This is an optimization exercise on Yosys and OpenROAD, whose aim is a short achievable clock period and few clock cycles per item, not a production implementation.
Only simulation tests tie the RTL to the original design; equivalence was not proved.
Power and IR drop assume default switching activity.

## flow/config.mk

```make
export PLATFORM = sky130hd
export DESIGN_NAME = fetch_top
export DESIGN_NICKNAME = fetch_top
export VERILOG_FILES = /design/flow/design.v
export SDC_FILE = /design/flow/constraint.sdc
export NUM_CORES = 4
export LEC_CHECK = 0
export ABC_CLOCK_PERIOD_IN_PS = 2800
export CAP_MARGIN = 20
export CORE_MARGIN = 2
export CORE_UTILIZATION = 45
export CTS_CLUSTER_DIAMETER = 100
export CTS_CLUSTER_SIZE = 30
export SETUP_SLACK_MARGIN = 3.0
export SLEW_MARGIN = 20
export SYNTH_MEMORY_MAX_BITS = 8192
```

## flow/design.v

```verilog
package fetch_pkg;
	typedef logic [15:0] word_t;	 
	typedef logic [15:0] addr_t;	 
	typedef logic [2:0]  flags_t;	 
	typedef logic [2:0]  cond_t;	 
	typedef enum logic [1:0] {
		BK_B,	 
		BK_BR,	 
		BK_PCS,	 
		BK_HLT	 
	} branch_kind_t;
	localparam int FLAG_Z = 0;	 
	localparam int FLAG_V = 1;	 
	localparam int FLAG_N = 2;	 
	localparam cond_t COND_NE = 3'd0;	 
	localparam cond_t COND_EQ = 3'd1;	 
	localparam cond_t COND_GT = 3'd2;	 
	localparam cond_t COND_LT = 3'd3;	 
	localparam cond_t COND_GE = 3'd4;	 
	localparam cond_t COND_LE = 3'd5;	 
	localparam cond_t COND_OV = 3'd6;	 
	localparam cond_t COND_AL = 3'd7;	 
	localparam logic [3:0] OP_B   = 4'hC;
	localparam logic [3:0] OP_BR  = 4'hD;
	localparam logic [3:0] OP_PCS = 4'hE;
	localparam logic [3:0] OP_HLT = 4'hF;
	localparam int OPC_HI  = 15;	 
	localparam int OPC_LO  = 12;
	localparam int COND_HI = 11;	 
	localparam int COND_LO = 9;
	localparam int OFF_HI  = 8;	 
	localparam int OFF_LO  = 0;
endpackage
module pc_control (
	input  fetch_pkg::cond_t        cond,
	input  fetch_pkg::flags_t       flags,
	input  logic [8:0]              offset,
	input  fetch_pkg::addr_t        target,
	input  fetch_pkg::branch_kind_t branch_kind,
	input  fetch_pkg::addr_t        pc,
	output fetch_pkg::addr_t        next_pc
);
	logic  taken;	 
	fetch_pkg::addr_t pc_inc;	 
	fetch_pkg::addr_t off_shft;	 
	fetch_pkg::addr_t pc_b;	 
	always_comb begin
		case (cond)
			fetch_pkg::COND_NE: taken = ~flags[fetch_pkg::FLAG_Z];
			fetch_pkg::COND_EQ: taken = flags[fetch_pkg::FLAG_Z];
			fetch_pkg::COND_GT: taken = ~flags[fetch_pkg::FLAG_Z] & ~flags[fetch_pkg::FLAG_N];
			fetch_pkg::COND_LT: taken = flags[fetch_pkg::FLAG_N];
			fetch_pkg::COND_GE: taken = flags[fetch_pkg::FLAG_Z] | (~flags[fetch_pkg::FLAG_Z] & ~flags[fetch_pkg::FLAG_N]);
			fetch_pkg::COND_LE: taken = flags[fetch_pkg::FLAG_Z] | flags[fetch_pkg::FLAG_N];
			fetch_pkg::COND_OV: taken = flags[fetch_pkg::FLAG_V];
			fetch_pkg::COND_AL: taken = 1'b1;
			default: taken = 1'b0;
		endcase
	end
	assign pc_inc   = pc + 16'd2;
	assign off_shft = {{6{offset[8]}}, offset, 1'b0};
	assign pc_b     = pc_inc + off_shft;	 
	always_comb begin
		case (branch_kind)
			fetch_pkg::BK_B:    next_pc = taken ? pc_b : pc_inc;	 
			fetch_pkg::BK_BR:   next_pc = taken ? target : pc_inc;	 
			fetch_pkg::BK_PCS:  next_pc = pc_inc;	 
			fetch_pkg::BK_HLT:  next_pc = pc;	 
			default: next_pc = pc_inc;
		endcase
	end
endmodule
module fetch_unit #(
	parameter int OUT_CREDITS = 2
) (
	input  logic              clk,
	input  logic              arst_n,
	input  logic              start,
	input  fetch_pkg::flags_t flags,
	input  fetch_pkg::addr_t  reg_target,
	input  logic              out_credit,
	input  logic [4095:0]     words,
	input  logic [2559:0]     rels,
	output logic              out_valid,
	output fetch_pkg::addr_t  out_pc,
	output fetch_pkg::word_t  out_instr
);
	localparam int CW = $clog2(OUT_CREDITS + 1);
	fetch_pkg::addr_t  rt;
	fetch_pkg::flags_t fl;
	logic [7:0]        tv;	 
	always_ff @(posedge clk) begin
		rt <= reg_target;
		fl <= flags;
	end
	assign tv = {1'b1, fl[fetch_pkg::FLAG_V],
		fl[fetch_pkg::FLAG_Z] | fl[fetch_pkg::FLAG_N],
		fl[fetch_pkg::FLAG_Z] | (~fl[fetch_pkg::FLAG_Z] & ~fl[fetch_pkg::FLAG_N]),
		fl[fetch_pkg::FLAG_N],
		~fl[fetch_pkg::FLAG_Z] & ~fl[fetch_pkg::FLAG_N],
		fl[fetch_pkg::FLAG_Z], ~fl[fetch_pkg::FLAG_Z]};
	logic [7:0]       f_idx;
	logic             running;	 
	logic             adv;	 
	logic [16*26-1:0] grp;
	logic [16*26-1:0] g_q;
	logic [7:0]       g_idx;	 
	logic [15:0]      g_hot;	 
	for (genvar g = 0; g < 16; g++) begin : g_grp
		logic [16*26-1:0] d;
		for (genvar j = 0; j < 16; j++) begin : g_e
			assign d[26*j +: 26] = {rels[10*(16*g+j) +: 10], words[16*(16*g+j) +: 16]};
		end
		assign grp[26*g +: 26] = d[26*f_idx[3:0] +: 26];
	end
	always_ff @(posedge clk) begin
		if (adv) begin
			g_q   <= grp;
			g_idx <= f_idx;
			for (int g = 0; g < 16; g++)
				g_hot[g] <= (f_idx[7:4] == 4'(g));
		end
	end
	fetch_pkg::word_t w_word;
	logic [7:0]       w_rel;
	logic [1:0]       w_cls;	 
	logic             w_valid;
	logic             w_taken;
	logic             w_b, w_br, w_hlt;
	logic             redirect;
	always_comb begin
		{w_cls, w_rel, w_word} = '0;
		for (int g = 0; g < 16; g++)
			{w_cls, w_rel, w_word} = {w_cls, w_rel, w_word} | (g_q[26*g +: 26] & {26{g_hot[g]}});
	end
	assign w_taken  = tv[w_word[fetch_pkg::COND_HI:fetch_pkg::COND_LO]];
	assign w_b      = (w_word[fetch_pkg::OPC_HI:fetch_pkg::OPC_LO] == fetch_pkg::OP_B) & w_taken;
	assign w_br     = (w_word[fetch_pkg::OPC_HI:fetch_pkg::OPC_LO] == fetch_pkg::OP_BR) & w_taken;
	assign w_hlt    = w_valid & (w_word[fetch_pkg::OPC_HI:fetch_pkg::OPC_LO] == fetch_pkg::OP_HLT);
	assign redirect = w_valid & (w_b | w_br);
	always_ff @(posedge clk) begin
		if (start)
			f_idx <= 8'd0;
		else if (adv)
			f_idx <= redirect ? (w_b ? w_rel : rt[8:1]) : f_idx + 8'd1;
	end
	always_ff @(posedge clk or negedge arst_n) begin
		if (!arst_n) begin
			running <= 1'b0;
			w_valid <= 1'b0;
		end else if (start) begin
			running <= 1'b1;
			w_valid <= 1'b0;
		end else if (adv) begin
			w_valid <= running & ~redirect & ~w_hlt;
			if (w_hlt)
				running <= 1'b0;	 
		end
	end
	localparam logic [1:0] MV_KEEP = 2'b00;
	localparam logic [1:0] MV_INC  = 2'b01;
	localparam logic [1:0] MV_LOAD = 2'b10;	 
	localparam logic [1:0] MV_DEC  = 2'b11;
	logic [1:0]       w_mv;	 
	logic [1:0]       o_mv;	 
	logic [6:0]       up_in;
	logic             b0_in;
	logic             o_first;	 
	logic             o_load;
	logic [CW-1:0]    cnt;	 
	logic [CW-1:0]    cnt_next;
	logic             o_valid;	 
	logic             o_valid_next;
	always_comb begin
		if (w_b)
			w_mv = w_cls;
		else if (w_br)
			w_mv = MV_LOAD;
		else
			w_mv = (g_idx == 8'hFF) ? MV_INC : MV_KEEP;
	end
	always_comb begin
		b0_in = out_pc[0];
		case (o_mv)
			MV_INC:  up_in = out_pc[15:9] + 7'd1;
			MV_DEC:  up_in = out_pc[15:9] - 7'd1;
			MV_LOAD: begin
				up_in = rt[15:9];
				b0_in = rt[0];
			end
			default: up_in = out_pc[15:9];
		endcase
	end
	logic ov_n;
	logic ov;
	assign ov     = ~ov_n;
	assign adv    = ~o_valid | ov;
	assign o_load = adv & w_valid;	 
	always_ff @(posedge clk) begin
		if (o_load) begin
			out_pc    <= o_first ? 16'd0 : {up_in, g_idx, b0_in};
			out_instr <= w_word;
			o_mv      <= w_mv;
		end
	end
	always_ff @(posedge clk or negedge arst_n) begin
		if (!arst_n)
			o_first <= 1'b0;
		else if (start)
			o_first <= 1'b1;
		else if (o_load)
			o_first <= 1'b0;
	end
	assign o_valid_next = adv ? w_valid : 1'b1;
	assign cnt_next     = cnt + CW'(ov) - CW'(out_credit);
	always_ff @(posedge clk or negedge arst_n) begin
		if (!arst_n) begin
			o_valid   <= 1'b0;
			out_valid <= 1'b0;
			ov_n      <= 1'b1;
			cnt       <= '0;
		end else begin
			o_valid   <= o_valid_next;
			out_valid <= o_valid_next && (cnt_next < CW'(OUT_CREDITS));
			ov_n      <= ~(o_valid_next && (cnt_next < CW'(OUT_CREDITS)));
			cnt       <= cnt_next;
		end
	end
endmodule
module program_loader (
	input  logic             ld_valid,
	input  fetch_pkg::addr_t ld_addr,
	input  fetch_pkg::word_t ld_data,
	output logic             ld_credit,
	output logic             we,	 
	output logic [7:0]       widx,	 
	output fetch_pkg::word_t wdata
);
	assign we        = ld_valid;
	assign widx      = ld_addr[8:1];
	assign wdata     = ld_data;
	assign ld_credit = ld_valid;
endmodule
module mem_arbiter #(
	parameter int N = 256,
	parameter int W = 8
) (
	input  logic [N-1:0]   sel,	 
	input  logic [N*W-1:0] data,
	output logic [W-1:0]   q
);
	always_comb begin
		q = '0;
		for (int i = 0; i < N; i++)
			q = q | (data[W*i +: W] & {W{sel[i]}});
	end
endmodule
module imem (
	input  logic             clk,
	input  logic             we,
	input  logic [7:0]       widx,
	input  fetch_pkg::word_t wdata,
	output logic [4095:0]    words,	 
	output logic [2559:0]    rels	 
);
	logic [9:0] wrel;	 
	assign wrel = {2'b00, widx} + 10'd1 + {wdata[8], wdata[8:0]};
	for (genvar i = 0; i < 256; i++) begin : g_ent
		always_ff @(posedge clk) begin
			if (we && widx == 8'(i)) begin
				words[16*i +: 16] <= wdata;
				rels[10*i +: 10]  <= wrel;
			end
		end
	end
endmodule
module fetch_top #(
	parameter int MEM_WORDS    = 256,
	parameter int LOAD_CREDITS = 4,
	parameter int OUT_CREDITS  = 2
) (
	input  logic              clk,
	input  logic              arst_n,
	input  logic              ld_valid,
	input  fetch_pkg::addr_t  ld_addr,
	input  fetch_pkg::word_t  ld_data,
	input  logic              start,
	input  fetch_pkg::flags_t flags,
	input  fetch_pkg::addr_t  reg_target,
	input  logic              out_credit,
	output logic              ld_credit,
	output logic              out_valid,
	output fetch_pkg::addr_t  out_pc,
	output fetch_pkg::word_t  out_instr
);
	logic             we;
	logic [7:0]       widx;
	fetch_pkg::word_t wdata;
	logic [4095:0]    words;
	logic [2559:0]    rels;
	program_loader u_loader (
		.ld_valid(ld_valid), .ld_addr(ld_addr), .ld_data(ld_data),
		.ld_credit(ld_credit), .we(we), .widx(widx), .wdata(wdata)
	);
	imem u_imem (
		.clk(clk), .we(we), .widx(widx), .wdata(wdata), .words(words), .rels(rels)
	);
	fetch_unit #(.OUT_CREDITS(OUT_CREDITS)) u_fetch (
		.clk(clk), .arst_n(arst_n), .start(start),
		.flags(flags), .reg_target(reg_target), .out_credit(out_credit),
		.words(words), .rels(rels),
		.out_valid(out_valid), .out_pc(out_pc), .out_instr(out_instr)
	);
endmodule
```

## flow/run.sh

```bash
#!/bin/bash
# synth_recipe.tcl (not shown) runs the flow's synth.tcl, then flattens the netlist and writes it again
# the make line also repeats each setting of config.mk as NAME=value (left out here)
make -C /OpenROAD-flow-scripts/flow DESIGN_CONFIG=/design/flow/config.mk WORK_HOME=/design/flow/orfs CLKGATE_MAP_FILE= SYNTH_SCRIPT=/design/flow/synth_recipe.tcl finish
```

## flow/constraint.sdc

```tcl
create_clock -name core_clock -period 6.0 [get_ports {clk}]
set_input_delay 1.2000 -clock core_clock [delete_from_list [all_inputs] [get_ports {clk}]]
set_output_delay 1.2000 -clock core_clock [all_outputs]
set_load 0.01 [all_outputs]
```

==> impl_results.md <==
* Yosys warning count at 2
* CTS root buf: clkbuf_16
* CTS clock-pin slew for the worst setup and hold paths at 0.11 ns
* Max-cap violation count at 0
* Design Area, Final at 300,800 sq um
* Final Util at 50.60%
* Buffers on Ports at 81
* Worst slew pin tran at 1.242 ns
* Grt ovf at 0
* Largest net degree at the start of global routing at 177
* Synthesized area at 268,700 sq um
* Slew Limit Fails at 0
* Drt total wl at 760.0 mm
* Global-route wire length before repair at a little over 1000 mm
* Placed cell count at ~18,000
* Initial antenna violation count at between 80 and 90
* Wire length per cell at 39.17 microns
* Post-detail-place hpwl at approximately 440 mm
* Count leader, synth: edfxtp_1
* Average cell area after synthesis at 25.30 sq um
* Crit Path Max Fanout at 7
* Tot GR Track Use at 24.55%
* Yosys top cell by area: edfxtp_1
* EDFF count, synth at 7,130
* First-pass iteration count of the detailed router at 8
* CP endpoint kind: register
* TritonCTS clock tree: yes
* WP data arrival at 4.12 ns
* DRC violations left at 0
* Final worst path period share at around 56%
* Hold WC Path Type: in2reg
* Slew headroom at around 17%
* CTS buffer count at around 280
* #FFs+latches synth at 7,165
* # clock sinks at around 7,200
* IO Pins at 90
* Cts hold-fix bufs at 0
* Commonest register cell after synthesis: edfxtp_1
* Chip width at slightly below 800 microns
* RePlAce Congestion at 0.9383
* Mapped Nets at 10,700
* RSZ-0062 raised after global routing: yes
* Layout cells sized above 1 at 33.38%
* Sequential-to-total area share from yosys stat at 79.96%
* Worst Hold Launch: ld_data[0]
* Placed Instance Area at 284,700 sq um
* Die Span Y at 776.7 microns
* CP Data Required Time at 6.77 ns
* Fmax achieved at 298.3 MHz
* PwrDens at 393.1 nW/um^2
* Vias per Instance at 6.417
* Vias in the first global route at about 120k
* Leakage at approximately 89 nW
* CORE AREA at 594,500 sq um
* Setup-failing EPs final at 0
* Synth top area cells: edfxtp_1 (80%), mux4_2 (17%), clkbuf_1 (0.48%)
* Nets@finish at 11,520
* Synth top cells by count: edfxtp_1 (7,130), mux4_2 (2,080), clkbuf_1 (342)
* Row Count at 283
* Detail Route Antenna Nets at 0
* Max VDD drop at between 0.3 and 0.4 mV
* Count of different cell masters after synthesis at 59
* Min Tclk post-route at 3.352 ns
* RR Startpoint: u_fetch.g_hot[6]$_DFFE_PN_
* Vias at 124,500
* Post-Synthesis Cells at 10,620
* Outcome: complete, no violations
* Endpoints failing hold at 0
* Final std cells w/o fill at ~19,000
* Clock Path Buffers at 4
* CP Launch Type: input port
* Clk_skew at 0.08945 ns
* Asr flop ratio synth at 0.1117%
* Starting Density at 45.19%
* Insertion delay to the later sink of the worst-skew pair at 1.07 ns
* Share of the synthesized area in the top cell type at ~80%
* First DRT Iteration DRCs at roughly 20,000
* H-tree depth at 5
* Die ar. at between 600,000 and 700,000 sq um
* CP startpoint: ld_addr[2]
* Layout Area Growth over Synthesis at 11.95%
* Kind of critical path: in2reg
* Setup_tns at 0 ns
-- final timing paths --
kind                                                      end  slack (ns)  depth (start not counted)
worst max register to register  u_fetch.f_idx[6]$_SDFFE_PP0N_        2.76                         11
min in group asynchronous         u_fetch.w_valid$_DFFE_PN0P_        0.56                          1
max in group asynchronous         u_fetch.running$_DFFE_PN0P_        4.98                          1
worst max-delay path               u_imem.rels[708]$_DFFE_PP_        2.65                         18
worst min-delay path              u_imem.words[688]$_DFFE_PP_        0.51                          1
worst min register to register    u_fetch.running$_DFFE_PN0P_        0.53                          2
-- sequential cells by signal, summed over array words and instances (netlist names), 16 cells and up --
name and cells:
u_fetch.rt 16, u_fetch.out_pc 16, u_fetch.g_hot 16, u_imem.rels 2560, u_imem.words 4096, u_fetch.g_q 416, u_fetch.out_instr 16
-- cell type report --
type                            instances  area, sq um
Sequential cell                      7165       214900
Inverter                               23        126.4
Clock inverter                         31        520.5
Antenna cell                           62        155.1
Multi-Input combinational cell       2934        55360
Tap cell                             7837         9806
Fill cell                           44990       293700
Timing Repair Buffer                 1037        12780
Clock buffer                          312         7191
-- what timing repair did --
action / CTS / global route
pin swaps: 167 / 64
gates cloned: 118 / 32
buffers inserted: 269 / 96
resized for setup: 404 / 115
endpoints found under the setup margin: 9574 / 2658
-- routing by layer --
| layer | GRT usage, % | vias up | routed length, microns |
|---|---|---|---|
| met2 | 37.60 | 6987 | 351200 |
| met1 | 35.05 | 68890 | 290600 |
| li1 | - | 47590 | - |
| met3 | 5.725 | 1012 | 84160 |
| met5 | 0 | - | 405 |
| met4 | 8.600 | 20 | 33640 |
-- logic make-up (layout without fill, tap and decap cells) --
logic type / Yosys count / count (layout) / share of synthesized area, %
adder cells (fa/ha/maj): 23 / 23 / 0.1127
XOR/XNOR: 21 / 22 / 0.06845
AO/OA/AOI/OAI: 273 / 273 / 0.8117
flip-flops: 7165 / 7165 / 79.96
buffers and inverters: 587 / 1403 / 0.8424
other: 0 / 62 / 0
multiplexers: 2084 / 2084 / 17.45
AND/OR/NAND/NOR: 466 / 532 / 0.7544
-- critical path, cell delays in order --
cell,delay [ns]
buf_12,0.12
inv_8,0.04
ha_4,0.24
fa_4,0.49
a21oi_4,0.17
nor2_4,0.06
nor2_4,0.13
o21bai_4,0.12
a21oi_4,0.21
o21bai_4,0.12
a21oi_4,0.22
xnor2_4,0.10
buf_6,0.13
buf_12,0.14
buf_8,0.13
buf_16,0.15
buf_12,0.14
buf_16,0.13
-- stage by stage --
stage          worst slack (ns)  hold WS (ns)  total power, mW
2_1_floorplan           0.01356        0.4064            78.86
3_3_place_gp             0.2040        0.4797            92.53
3_5_place_dp             0.1855        0.4944            92.93
4_1_cts                   2.654        0.3987            117.7
5_1_grt                   2.677        0.4608            121.0
6_report                  2.648        0.5117            118.2
-- power by group --
| group | switching [mW] | total, mW | internal (mW) |
|---|---|---|---|
| Sequential | 2.94 | 61.8 | 58.9 |
| Clock | 14.8 | 23.6 | 8.85 |
| Combinational | 18.5 | 32.8 | 14.3 |
| Total | 36.2 | 118 | 82.0 |
-- cells in the final DEF, fill, tap and decap left out, types with 29 or more instances in the layout --
cell type  count
nor2_1        31
diode_2       62
clkbuf_16    306
a22oi_1       58
edfxtp_1    7130
nand2_1       30
a221oi_1      60
buf_6         54
a22o_1        69
buf_4        604
buf_16        79
clkbuf_1      29
mux4_2      2080
nor2_4       315
buf_12       174
Testbench counts, summed over its fixed seeds: cycles 7,100, items 3,744.

-- static timing again, ports no longer ideal --
Ports are ideal in the flow. The routed layout listed here was re-timed in OpenROAD. Step 1 sets driving cells, clkbuf_16 on the clock port and buf_2 on the other inputs (assumed; they add their load-dependent delay and slew). Step 2 adds t to the input delays and takes it off the output delays; t is the mean of the earliest and latest rising clock arrival at the registers after step 1. Input paths then give back, and output paths get back, about the clock's delay inside the block. Slacks: ideal / step 1 / step 2; pairs: ideal / step 1.
shift t [ns]: 1.158
slack for setup (ns): 2.648 / 2.681 / 1.523
worst setup path after step 2: input to register
latest minus earliest clock arrival (ns): 0.104 / 0.104
After both steps setup and hold are still met in this run. For this run, drivers alone change the setup slack by +0.033 ns; drivers and shift together by -1.125 ns.
